From an optimization exercise on the open Yosys and OpenROAD flow, aimed at small area, a short achievable clock period and few clock cycles per item; shortcuts taken in it are not production practice. No run shown here included a check of the RTL's function; only the layout flow was run. Power and IR drop assume default switching activity.

==> flow/design.v, too long to show whole: its modules and the start of the top module <==
// module conv3x3_stream_engine: 1970 lines
// module csa_fa: 10 lines
module conv3x3_stream_engine #(
    parameter int BIT_DEPTH = 8,
    parameter int IMG_W     = 28,
    parameter int IMG_H     = 28,
    parameter int ACC_W     = 20,
    parameter int ADDR_W    = 10
) (
    input  logic                 clk,
    input  logic                 rst,
    input  logic                 kernel_wr_en,
    input  logic [3:0]           kernel_wr_addr,
    input  logic [BIT_DEPTH-1:0] kernel_wr_data,
    input  logic                 start,
    input  logic [1:0]           stride,
    input  logic                 relu_en,
    input  logic [4:0]           shift_amt,
    input  logic                 pix_valid,
    input  logic [BIT_DEPTH-1:0] pix_data,
    output logic                 pix_ready,
    output logic                 out_valid,
    output logic [BIT_DEPTH-1:0] out_data,
    output logic [ADDR_W-1:0]    out_addr,
    input  logic                 out_ready,
    output logic                 busy,
    output logic                 done
);
  // ...
==> flow/flow/run.sh <==
#!/bin/bash
# Own layout flow: the standard synthesis and layout, with two changes to
# how the layout is made:
#  - ports are buffered with sky130_fd_sc_hd__buf_2 instead of the default
#    buffer the flow picks (a slow clock-delay cell);
#  - delay cells (clkdlybuf*, dlygate*, dlymetal*) are not used by the
#    resizer's slew/capacitance repair on signal nets;
#  - the resizer's setup repair aims for 9.3 ns of slack at the design's
#    13 ns clock, so that it upsizes and buffers the longest paths.
# Each run of standard.sh writes its full output to a log file here.
set -euo pipefail
bash standard.sh synth > synth.log 2>&1
export BUFFER_PORTS_ARGS="-buffer_cell sky130_fd_sc_hd__buf_2"
export DONT_USE_CELLS="sky130_fd_sc_hd__clkdlybuf4s15_1 sky130_fd_sc_hd__clkdlybuf4s15_2 sky130_fd_sc_hd__clkdlybuf4s18_1 sky130_fd_sc_hd__clkdlybuf4s18_2 sky130_fd_sc_hd__clkdlybuf4s25_1 sky130_fd_sc_hd__clkdlybuf4s25_2 sky130_fd_sc_hd__clkdlybuf4s50_1 sky130_fd_sc_hd__clkdlybuf4s50_2 sky130_fd_sc_hd__dlygate4sd1_1 sky130_fd_sc_hd__dlygate4sd2_1 sky130_fd_sc_hd__dlygate4sd3_1 sky130_fd_sc_hd__dlymetal6s2s_1 sky130_fd_sc_hd__dlymetal6s4s_1 sky130_fd_sc_hd__dlymetal6s6s_1"
export SETUP_SLACK_MARGIN=9.3
bash standard.sh > layout.log 2>&1
==> flow/standard.sh <==
#!/bin/bash
# synth_recipe.tcl (not shown) runs the flow's synth.tcl, then flattens the netlist and writes it again
# the make line also repeats each setting of config.mk as NAME=value (left out here)
make -C /OpenROAD-flow-scripts/flow DESIGN_CONFIG=/design/flow/config.mk WORK_HOME=/design/flow/orfs CLKGATE_MAP_FILE= SYNTH_SCRIPT=/design/flow/synth_recipe.tcl "${@:-finish}"
==> flow/config.mk <==
export PLATFORM = sky130hd
export DESIGN_NAME = conv3x3_stream_engine
export DESIGN_NICKNAME = conv3x3_stream_engine
export VERILOG_FILES = /design/flow/design.v
export SDC_FILE = /design/flow/constraint.sdc
export NUM_CORES = 4
export LEC_CHECK = 0
export CAP_MARGIN = 50
export CORE_MARGIN = 2
export CORE_UTILIZATION = 40
export SLEW_MARGIN = 70
export SYNTH_HIERARCHICAL = 1
==> flow/constraint.sdc <==
create_clock -name core_clock -period 13.0 [get_ports {clk}]
set_input_delay 2.6000 -clock core_clock [delete_from_list [all_inputs] [get_ports {clk}]]
set_output_delay 2.6000 -clock core_clock [all_outputs]
set_load 0.01 [all_outputs]
==> impl_metrics.yaml, run 1 <==
layout:
  utilization_pct: 49.1
  drive_above_1_share_pct: 30.6
  nonClockBufferCount: 404
  top_regs: "lbc (464), rp (73), kr (72)"
  syn_to_final_growth_pct: 21.4
  final_common_cell: "edfxtp_1"
outcome:
  status: "complete, no violations"
logic_synthesis:
  synth_xor_area_share_pct: 0.660
  synth_compound_area_share_pct: 2.49
  yosys.cell_count.top_type: "edfxtp_1"
  synth.distinct_cells: 65
  synthMuxAreaShare_pct: 2.10
  async_reset_ff_share_pct: 0
  syn_avg_cell_area_um2: 14.8
global_route:
  grt_pass1_vias: 24000
  use_met1_pct: 27.9
  grt_util_met2_pct: 34.2
  use_met3_pct: 4.55
  grt_start_max_net_pins: 54
critical_path:
  cp_max_fo: 7
  crit_cells: 8
placement:
  post-dp-hpwl_um: 79500
  portBuffers: 55
  dp_slack_ns: 8.70
sta:
  skew_ns: 0.0546
  setup_ws_ns: 9.16
  fin_crit_ns: 3.84
  hold_ws_ns: 0.356
pwr:
  leakagePower_nw: 16.2
  power.switching_w: 0.00411
  pg_seq_w: 0.00301
drt:
  routed.top_layer: "met4"
  via_count: 22100
  routed_wl_um: 104000
job:
  maxCapViolations: 0
floorplan:
  die_h_um: 314
==> run 2: changes to the inputs <==
--- a/flow/design.v
+++ b/flow/design.v
@@ -21,92 +21,110 @@
     output logic [BIT_DEPTH-1:0] out_data,
     output logic [ADDR_W-1:0]    out_addr,
     input  logic                 out_ready,
     output logic                 busy,
     output logic                 done
 );
     localparam int QD  = 4;
     localparam int CAP = QD + 1;
-    logic       busy_r, done_r, pix_ready_r, all_in;
+    logic       busy_r, done_r, pix_ready_r, out_valid_r;     
+    logic       idle_i, ndone_i, nrdy_i, nov_i;              
+    logic       all_in;
     logic       stride2_r, relu_r;
     logic [4:0] shift_r;
     logic [4:0] col_in, row_in;
     logic [CAP-1:0] nth;         
+    logic [QD-1:0]  qv;          
     logic [7:0] kr [0:8];
-    logic       out_valid_r;
-    logic start_go, accept, deliver, emit_in, last_in, inc;
-    logic all_in_next, done_next;
-    logic [CAP-1:0] nth_next;
-    assign start_go = !busy_r && start;
-    assign accept   = pix_valid && pix_ready_r;
-    assign deliver  = out_valid_r && out_ready;
-    assign emit_in  = (row_in >= 5'd2) && (col_in >= 5'd2) &&
-                      (!stride2_r || (!row_in[0] && !col_in[0]));
-    assign last_in  = (col_in == 5'd27) && (row_in == 5'd27);
-    assign inc      = accept && emit_in;
-    always_comb begin
-        case ({inc, deliver})
-            2'b10:   nth_next = {nth[CAP-2:0], 1'b1};
-            2'b01:   nth_next = {1'b0, nth[CAP-1:1]};
-            default: nth_next = nth;
-        endcase
+    logic       vs;              
+    wire bsy = !idle_i, dn = !ndone_i, rdy = !nrdy_i, ov = !nov_i;
+    wire emit_in = (row_in >= 5'd2) && (col_in >= 5'd2) &&
+                   (!stride2_r || (!row_in[0] && !col_in[0]));
+    wire last_in = (col_in == 5'd27) && (row_in == 5'd27);
+    wire acc1    = rdy;               
+    wire inc1    = rdy && emit_in;    
+    wire dec1    = ov;                
+    wire [CAP-1:0] n_up = {nth[CAP-2:0], 1'b1};
+    wire [CAP-1:0] n_dn = {1'b0, nth[CAP-1:1]};
+    wire [CAP-1:0] n00 = nth;
+    wire [CAP-1:0] n01 = dec1 ? n_dn : nth;
+    wire [CAP-1:0] n10 = inc1 ? n_up : nth;
+    wire [CAP-1:0] n11 = inc1 ? (dec1 ? nth : n_up) : n01;
+    wire a0 = all_in;
+    wire a1 = all_in || (acc1 && last_in);
+    wire run = bsy && !dn;
+    wire d00 = run && a0 && !n00[0];
+    wire d01 = run && a0 && !n01[0];
+    wire d10 = run && a1 && !n10[0];
+    wire d11 = run && a1 && !n11[0];
+    wire p00 = run && !a0 && !n00[CAP-1];
+    wire p01 = run && !a0 && !n01[CAP-1];
+    wire p10 = run && !a1 && !n10[CAP-1];
+    wire p11 = run && !a1 && !n11[CAP-1];
+    wire [CAP-1:0] n_v0, n_v1, n_sel;
+    late_mux #(CAP) u_n0 (.s(out_ready), .a(n00), .b(n01), .y(n_v0));
+    late_mux #(CAP) u_n1 (.s(out_ready), .a(n10), .b(n11), .y(n_v1));
+    late_mux #(CAP) u_n  (.s(pix_valid), .a(n_v0), .b(n_v1), .y(n_sel));
+    wire [CAP-1:0] nth_next;
+    late_and #(CAP) u_nr (.r(rst), .d(n_sel), .y(nth_next));
+    wire a_sel, all_in_next;
+    late_mux #(1) u_a  (.s(pix_valid), .a(a0 && !dn), .b(a1 && !dn), .y(a_sel));
+    late_and #(1) u_ar (.r(rst), .d(a_sel), .y(all_in_next));
+    wire d_v0, d_v1, d_sel, done_next;
+    late_mux #(1) u_d0 (.s(out_ready), .a(d00), .b(d01), .y(d_v0));
+    late_mux #(1) u_d1 (.s(out_ready), .a(d10), .b(d11), .y(d_v1));
+    late_mux #(1) u_d  (.s(pix_valid), .a(d_v0), .b(d_v1), .y(d_sel));
+    late_and #(1) u_dr (.r(rst), .d(d_sel), .y(done_next));
+    wire p_v0, p_v1, p_sel, p_st, pix_ready_next;
+    late_mux #(1) u_p0 (.s(out_ready), .a(p00), .b(p01), .y(p_v0));
+    late_mux #(1) u_p1 (.s(out_ready), .a(p10), .b(p11), .y(p_v1));
+    late_mux #(1) u_p  (.s(pix_valid), .a(p_v0), .b(p_v1), .y(p_sel));
+    late_mux #(1) u_ps (.s(start), .a(p_sel), .b(p_sel || !bsy), .y(p_st));
+    late_and #(1) u_pr (.r(rst), .d(p_st), .y(pix_ready_next));
+    wire b_st, busy_next;
+    late_mux #(1) u_bs (.s(start), .a(run), .b(!bsy || !dn), .y(b_st));
+    late_and #(1) u_br (.r(rst), .d(b_st), .y(busy_next));
+    always_ff @(posedge clk) begin
+        busy_r      <= busy_next;
+        idle_i      <= !busy_next;
+        done_r      <= done_next;
+        ndone_i     <= !done_next;
+        pix_ready_r <= pix_ready_next;
+        nrdy_i      <= !pix_ready_next;
+        all_in      <= all_in_next;
+        nth         <= nth_next;
     end
-    assign all_in_next = all_in || (accept && last_in);
-    assign done_next   = busy_r && !done_r && all_in_next && !nth_next[0];
     assign busy      = busy_r;
     assign done      = done_r;
     assign pix_ready = pix_ready_r;
-    always_ff @(posedge clk) begin
-        if (!rst) begin
-            busy_r      <= 1'b0;
-            done_r      <= 1'b0;
-            pix_ready_r <= 1'b0;
-            all_in      <= 1'b0;
-            nth         <= '0;
-        end else begin
-            nth <= nth_next;
-            if (start_go) begin
-                busy_r      <= 1'b1;
-                done_r      <= 1'b0;
-                pix_ready_r <= 1'b1;
-                all_in      <= 1'b0;
-            end else begin
-                busy_r      <= busy_r && !done_r;
-                done_r      <= done_next;
-                all_in      <= all_in_next;
-                pix_ready_r <= busy_r && !done_r && !all_in_next && !nth_next[CAP-1];
-            end
-        end
-    end
+    wire start_go = !bsy && start;
+    wire accept   = pix_valid && rdy;
     always_ff @(posedge clk) begin
         if (start_go) begin
             stride2_r <= (stride == 2'd2);
             relu_r    <= relu_en;
             shift_r   <= shift_amt;
-            col_in    <= 5'd0;
-            row_in    <= 5'd0;
-        end else if (accept) begin
-            if (col_in == 5'd27) begin
-                col_in <= 5'd0;
-                row_in <= row_in + 5'd1;
-            end else begin
-                col_in <= col_in + 5'd1;
-            end
+        end
+        if (start_go || accept) begin
+            if (!bsy || col_in == 5'd27) col_in <= 5'd0;
+            else                         col_in <= col_in + 5'd1;
+            if (!bsy)                    row_in <= 5'd0;
+            else if (col_in == 5'd27)    row_in <= row_in + 5'd1;
         end
     end
     logic       rst_q, kw_v;
     logic [3:0] kw_a;
     logic [7:0] kw_d;
     always_ff @(posedge clk) begin
         rst_q <= rst;
         kw_a  <= kernel_wr_addr;
         kw_d  <= kernel_wr_data;
         if (!rst) kw_v <= 1'b0;
-        else      kw_v <= !busy_r && kernel_wr_en && (kernel_wr_addr < 4'd9);
+        else      kw_v <= !bsy && kernel_wr_en && (kernel_wr_addr < 4'd9);
     end
     always_ff @(posedge clk) begin
         if (!rst_q) begin
             for (int i = 0; i < 9; i++) kr[i] <= 8'd0;
         end else if (kw_v) begin
             kr[kw_a] <= kw_d;
         end
     end
@@ -116,31 +134,31 @@
     always_ff @(posedge clk) begin
         px_d <= pix_data;
         if (px_v) lbc <= {lbc[8*57-1:0], px_d};
         if (!rst) begin
             px_v <= 1'b0;
             px_e <= 1'b0;
         end else begin
             px_v <= accept;
-            px_e <= inc;
+            px_e <= accept && emit_in;
         end
     end
     wire [7:0] tp8 = px_d;
     wire [7:0] tp7 = lbc[8*0 +: 8];
     wire [7:0] tp6 = lbc[8*1 +: 8];
     wire [7:0] tp5 = lbc[8*27 +: 8];
     wire [7:0] tp4 = lbc[8*28 +: 8];
     wire [7:0] tp3 = lbc[8*29 +: 8];
     wire [7:0] tp2 = lbc[8*55 +: 8];
     wire [7:0] tp1 = lbc[8*56 +: 8];
     wire [7:0] tp0 = lbc[8*57 +: 8];
     logic [73-1:0] rp;
     logic [19:0]     sum;
-    logic            vp, vs;
+    logic            vp;
     wire pp1 = ~(tp0[0] & kr[0][0]);
     wire pp2 = ~(tp0[1] & kr[0][0]);
     wire pp3 = ~(tp0[2] & kr[0][0]);
     wire pp4 = ~(tp0[3] & kr[0][0]);
     wire pp5 = ~(tp0[4] & kr[0][0]);
     wire pp6 = ~(tp0[5] & kr[0][0]);
     wire pp7 = ~(tp0[6] & kr[0][0]);
     wire pp8 = ~(tp0[7] & kr[0][0]);
@@ -1930,51 +1948,76 @@
         end else begin
             if (ovf_s)      res = sgn ? 8'h80 : 8'h7f;
             else            res = shv[7:0];
         end
     end
     logic [7:0]  out_data_r;
     logic [9:0]  out_addr_r;
     logic [7:0]  q [0:QD-1];
-    logic [QD-1:0] qv;
-    logic pop, push;
-    assign pop  = qv[0] && out_ready;
-    assign push = vs && (qv[0] || (out_valid_r && !out_ready));
+    wire [QD-1:0] qv_1 = qv[0] ? (vs ? qv : {1'b0, qv[QD-1:1]}) : qv;
+    wire [QD-1:0] qv_0 = (vs && (qv[0] || ov)) ? {qv[QD-2:0], 1'b1} : qv;
+    wire [QD-1:0] qv_sel, qv_next;
+    late_mux #(QD) u_q  (.s(out_ready), .a(qv_0), .b(qv_1), .y(qv_sel));
+    late_and #(QD) u_qr (.r(rst), .d(qv_sel), .y(qv_next));
+    wire ov_sel, out_valid_next;
+    late_mux #(1) u_o  (.s(out_ready), .a(ov || qv[0] || vs), .b(qv[0] || vs), .y(ov_sel));
+    late_and #(1) u_or (.r(rst), .d(ov_sel), .y(out_valid_next));
     always_ff @(posedge clk) begin
-        if (!rst) begin
-            out_valid_r <= 1'b0;
-            qv          <= '0;
-        end else begin
-            if (!out_valid_r || out_ready) out_valid_r <= qv[0] || vs;
-            if (pop && !push)      qv <= {1'b0, qv[QD-1:1]};
-            else if (push && !pop) qv <= {qv[QD-2:0], 1'b1};
-        end
+        qv          <= qv_next;
+        out_valid_r <= out_valid_next;
+        nov_i       <= !out_valid_next;
     end
     always_ff @(posedge clk) begin
-        if (!out_valid_r || out_ready) out_data_r <= qv[0] ? q[0] : res;
-        for (int i = 0; i < QD; i++) begin
-            if (pop) begin
-                if (push && qv[i] && (i == QD - 1 || !qv[(i + 1) % QD])) q[i] <= res;
-                else if (i < QD - 1)                                       q[i] <= q[(i + 1) % QD];
-            end else if (push && !qv[i] && (i == 0 || qv[(i + QD - 1) % QD])) begin
-                q[i] <= res;
+        if (!ov || out_ready) out_data_r <= qv[0] ? q[0] : res;
+    end
+    genvar gq;
+    generate
+        for (gq = 0; gq < QD; gq++) begin : g_q
+            wire last  = qv[gq] && (gq == QD - 1 || !qv[(gq + 1) % QD]);
+            wire first = !qv[gq] && (gq == 0 || qv[(gq + QD - 1) % QD]);
+            always_ff @(posedge clk) begin
+                if (out_ready) begin
+                    if (qv[0] && vs && last)             q[gq] <= res;
+                    else if (qv[0] && gq < QD - 1)       q[gq] <= q[(gq + 1) % QD];
+                end else if (vs && (qv[0] || ov) && first) begin
+                    q[gq] <= res;
+                end
             end
         end
-    end
+    endgenerate
     always_ff @(posedge clk) begin
-        if (start_go)     out_addr_r <= 10'd0;
-        else if (deliver) out_addr_r <= out_addr_r + 10'd1;
+        if (start_go)               out_addr_r <= 10'd0;
+        else if (ov && out_ready)   out_addr_r <= out_addr_r + 10'd1;
     end
     assign out_valid = out_valid_r;
     assign out_data  = out_data_r;
     assign out_addr  = out_addr_r;
 endmodule
 module csa_fa (
     input  logic a,
     input  logic b,
     input  logic c,
     output logic s,
     output logic co
 );
     assign s  = a ^ b ^ c;
     assign co = (a & b) | (a & c) | (b & c);
 endmodule
+module late_mux #(
+    parameter int W = 1
+) (
+    input  logic         s,
+    input  logic [W-1:0] a,
+    input  logic [W-1:0] b,
+    output logic [W-1:0] y
+);
+    assign y = s ? b : a;
+endmodule
+module late_and #(
+    parameter int W = 1
+) (
+    input  logic         r,
+    input  logic [W-1:0] d,
+    output logic [W-1:0] y
+);
+    assign y = {W{r}} & d;
+endmodule
==> flow/flow/run.sh (replaced) <==
#!/bin/bash
# Own layout flow: the standard synthesis and layout, with two changes to
# how the layout is made:
#  - ports are buffered with sky130_fd_sc_hd__buf_2 instead of the default
#    buffer the flow picks (a slow clock-delay cell);
#  - delay cells (clkdlybuf*, dlygate*, dlymetal*) are not used by the
#    resizer's slew/capacitance repair on signal nets.
# Each run of standard.sh writes its full output to a log file here.
set -euo pipefail
bash standard.sh synth > synth.log 2>&1
export BUFFER_PORTS_ARGS="-buffer_cell sky130_fd_sc_hd__buf_2"
export DONT_USE_CELLS="sky130_fd_sc_hd__clkdlybuf4s15_1 sky130_fd_sc_hd__clkdlybuf4s15_2 sky130_fd_sc_hd__clkdlybuf4s18_1 sky130_fd_sc_hd__clkdlybuf4s18_2 sky130_fd_sc_hd__clkdlybuf4s25_1 sky130_fd_sc_hd__clkdlybuf4s25_2 sky130_fd_sc_hd__clkdlybuf4s50_1 sky130_fd_sc_hd__clkdlybuf4s50_2 sky130_fd_sc_hd__dlygate4sd1_1 sky130_fd_sc_hd__dlygate4sd2_1 sky130_fd_sc_hd__dlygate4sd3_1 sky130_fd_sc_hd__dlymetal6s2s_1 sky130_fd_sc_hd__dlymetal6s4s_1 sky130_fd_sc_hd__dlymetal6s6s_1"
bash standard.sh > layout.log 2>&1
==> run 2 against run 1 <==
Non-clock buffer count fell by 211. Register-to-register slack worse by 0.27 ns. Global-route usage decreased by 1.2 points. Area after synthesis is 1.8% higher. Clock power about the same. Die area up 1.8%. Sequential cell count is 4 higher. Via count down 0.59%. Clock skew decreased by 0.018 ns. Largest power group unchanged.
==> impl_metrics.yaml, run 2 <==
logic_synthesis:
  ys_seq_area_share_pct: 53.0
  ys_warn_count: 8
  synth_edf_count: 593
  synth_seq_cells: 740
  synth.distinct_cells: 66
  synth_top_area_cell: "edfxtp_1"
  synth_common_cells: "593 x edfxtp_1, 545 x nand2_1, 540 x fa_1, 165 x and2_1, 147 x dfxtp_1"
  postSynthCellCount: 2665
  synth_area_leaders: "edfxtp_1 45%, fa_1 28%, dfxtp_1 7.5%"
  synthesis.area_mm2: 0.0391
  synth_nets: 3276
  yosys.cell_count.top_type: "edfxtp_1"
  syn_avg_cell_area_um2: 14.7
  synth_top_area_share_pct: 45.5
  async_reset_ff_share_pct: 0
  ys.flop_type: "edfxtp_1"
layout:
  largest_reg_flops: 464
  nets: 3387
  mostFrequentLayoutCells: "593 x edfxtp_1, 544 x nand2_1, 540 x fa_1"
  top_regs: "lbc (464), rp (73), kr (72)"
  final_common_cell: "edfxtp_1"
  n_antenna_cell: 0
  drive_above_1_share_pct: 15.8
  largest_register: "lbc"
  syn_to_final_growth_pct: 12.7
clocking:
  cts_tree: "done"
  ctsHoldBuffers: 0
  cts_setup_buffers: 0
  clk-insertion-delay-late_ns: 0.63
  clock_path_buffers: 3
  cts_root_buf: "clkbuf_16"
  path_clk_slew_ns: 0.06
  cts_htree_levels: 3
  cts.sinks: 740
  cts_buffers: 75
  cts-resized-gates: 0
critical_path:
  reg2reg_to: "rp[22]"
  cp-startpoint: "lbc[218]"
  reg2reg_depth: 9
  cp-endpoint: "rp[22]"
  cp_max_fo: 6
  cp.required_ns: 13.49
  start_kind: "flip-flop"
  r2r_setup_slack_ns: 8.90
  critPathKind: "reg -> reg"
  endpoint_kind: "flip-flop"
  reg2reg_from: "lbc[218]"
  cp.arrival_ns: 4.59
drt:
  drt_iter0_drc: 2482
  dr.pass1.iters: 5
  ant_nets: 0
  drc_errors: 0
  via_per_inst: 5.34
  wl_per_cell_um: 24.3
  routed_wl_um: 99900
  via_count: 22000
global_route:
  grt_pass1_vias: 23200
  grt_pass1_wl_um: 148000
  grt_antenna_before_repair: 3
  groute.usage.overall_pct: 20.1
  overflow: 0
  grt_start_max_net_pins: 64
sta:
  fmax_mhz: 244
  finalMaxSlewViolations: 0
  skew_ns: 0.0367
  finalHoldViolCount: 0
  setup_viol: 0
  fin_setup_tns_ns: 0
  hold_ws_ns: 0.381
  fin_crit_ns: 4.10
  relSlewSlack_pct: 68.9
  worst_slew_pin_slew_ns: 0.467
  post-route-period-util_pct: 31.6
  setup_ws_ns: 8.90
  rsz0062_at_grt: "false"
floorplan:
  die_h_um: 317
  fp-row-count: 114
  core-area_mm2: 0.0969
  die-area_mm2: 0.100
  io_pins: 56
  dieWidth_um: 317
  start_util_pct: 40.4
hold_path:
  hold_path.class: "reg -> reg"
  min_from: "rp[0]"
pwr:
  leakagePower_nw: 14.8
  ir_drop_mv: 0.330
  power.density_mw_per_mm2: 204
job:
  maxCapViolations: 0
placement:
  portBuffers: 55
  post-dp-hpwl_um: 78700
  gp_congestion: 1.04
  dp_slack_ns: 8.65
outcome:
  status: "complete, no violations"
[run 2: cell types whose count changed after synthesis, sizes merged, moves of 8 or more]
cell	previous run	this run
a21oi	38	28
inv	56	64
nor2	43	64
a22o	0	8
o21ai	30	38
or2	3	14
and2	153	165
mux2	34	59
edfxtp	583	593
nand2b	11	19
[run 2: cells by family after synthesis]
kind of cell / synth area share [%]
flops: 53.0
mux: 2.86
buf+inv: 2.20
compound gates: 2.32
fa+ha+maj: 28.8
simple gates: 10.1
xor+xnor: 0.716
[run 2: layout make-up]
class	count	area, um2
sequential	740	20800
clock buffer	111	2140
clock inverter	24	285
inverter	64	240
timing repair buffer	193	1360
multi-input combinational	1702	17700
tap	1276	1600
fill	8346	52700
[run 2: metrics by stage]
stage	total power [W]	util [%]	cell area, um2	cells
after CTS	0.00906	45.4	43900	4094
after global placement	0.00676	41.8	40500	3846
after floorplan	0.00578	-	39100	2665
after global routing	0.00960	45.6	44100	4110
final	0.00898	45.6	44100	4110
after detailed placement	0.00692	42.9	41500	3959
[run 2: routing by layer]
layer | vias to the layer above | global-route usage (%) | share of wire [%]
met3 | 281 | 5.87 | 9.8
met2 | 1165 | 31.2 | 46
met5 | - | 0 | 0.013
met4 | 2 | 6.85 | 3.6
li1 | 9131 | - | -
met1 | 11400 | 27.2 | 41
[run 2: critical path, stage by stage (launching register included)]
cell,delay [ns]
edfxtp_1,0.33
buf_2,0.23
buf_2,0.27
nand2_1,0.13
fa_1,0.52
fa_1,0.52
fa_1,0.47
fa_1,0.46
fa_1,0.62
fa_1,0.45
[run 2: how the worst min path moves through the flow]
stage | end | slack, ns | cells past startpoint
2_1_floorplan | sum[0] | 0.34 | 1
3_3_place_gp | sum[0] | 0.36 | 1
3_5_place_dp | sum[0] | 0.37 | 1
4_1_cts | sum[0] | 0.38 | 1
5_1_grt | sum[0] | 0.40 | 1
6_report | sum[0] | 0.38 | 1
[run 2: where the power goes]
| group | total (W) | internal, W | switching (W) |
|---|---|---|---|
| Sequential | 0.00303 | 0.00286 | 0.000173 |
| Combinational | 0.00384 | 0.00172 | 0.00212 |
| Clock | 0.00211 | 0.00122 | 0.000893 |
| Total | 0.00898 | 0.00580 | 0.00318 |
[run 2: modules after synthesis, one instance, submodules excluded, a selection]
| module | cells | cell area (um2) | times used | flip-flops and latches |
|---|---|---|---|---|
| conv3x3_stream_engine | 2082 | 27900 | 1 | 740 |
| csa_fa | 1 | 20.0 | 540 | 0 |

-- separate check: timing with driven ports --
The results above use ideal ports. As a check the final layouts listed here were re-extracted and re-timed, cells and wires unchanged. Step 1, drivers: a clkbuf_16 drives clk and a buf_2 each remaining input, both assumed. Step 2 adds t to the input delays and takes it off the output delays; t is the mean of the earliest and latest rising clock arrival at the registers after step 1. Input paths then give back, and output paths get back, about the clock's delay inside the block. Three values: ideal ports, drivers, drivers and shift; two values: the first two.
run	shift t [ns]	setup slack, ns	worst hold slack (ns)	worst data-port slew with drivers (ns)
run 1	0.699	9.163 / 9.163 / 8.693	0.356 / 0.356 / 0.356	0.05
run 2	0.678	8.897 / 8.897 / 8.638	0.381 / 0.381 / 0.381	0.04
After both steps every run listed still meets setup and hold. The setup slack of run 1, which loses most, moves by 0.000 ns with the drivers and by -0.470 ns with both steps.
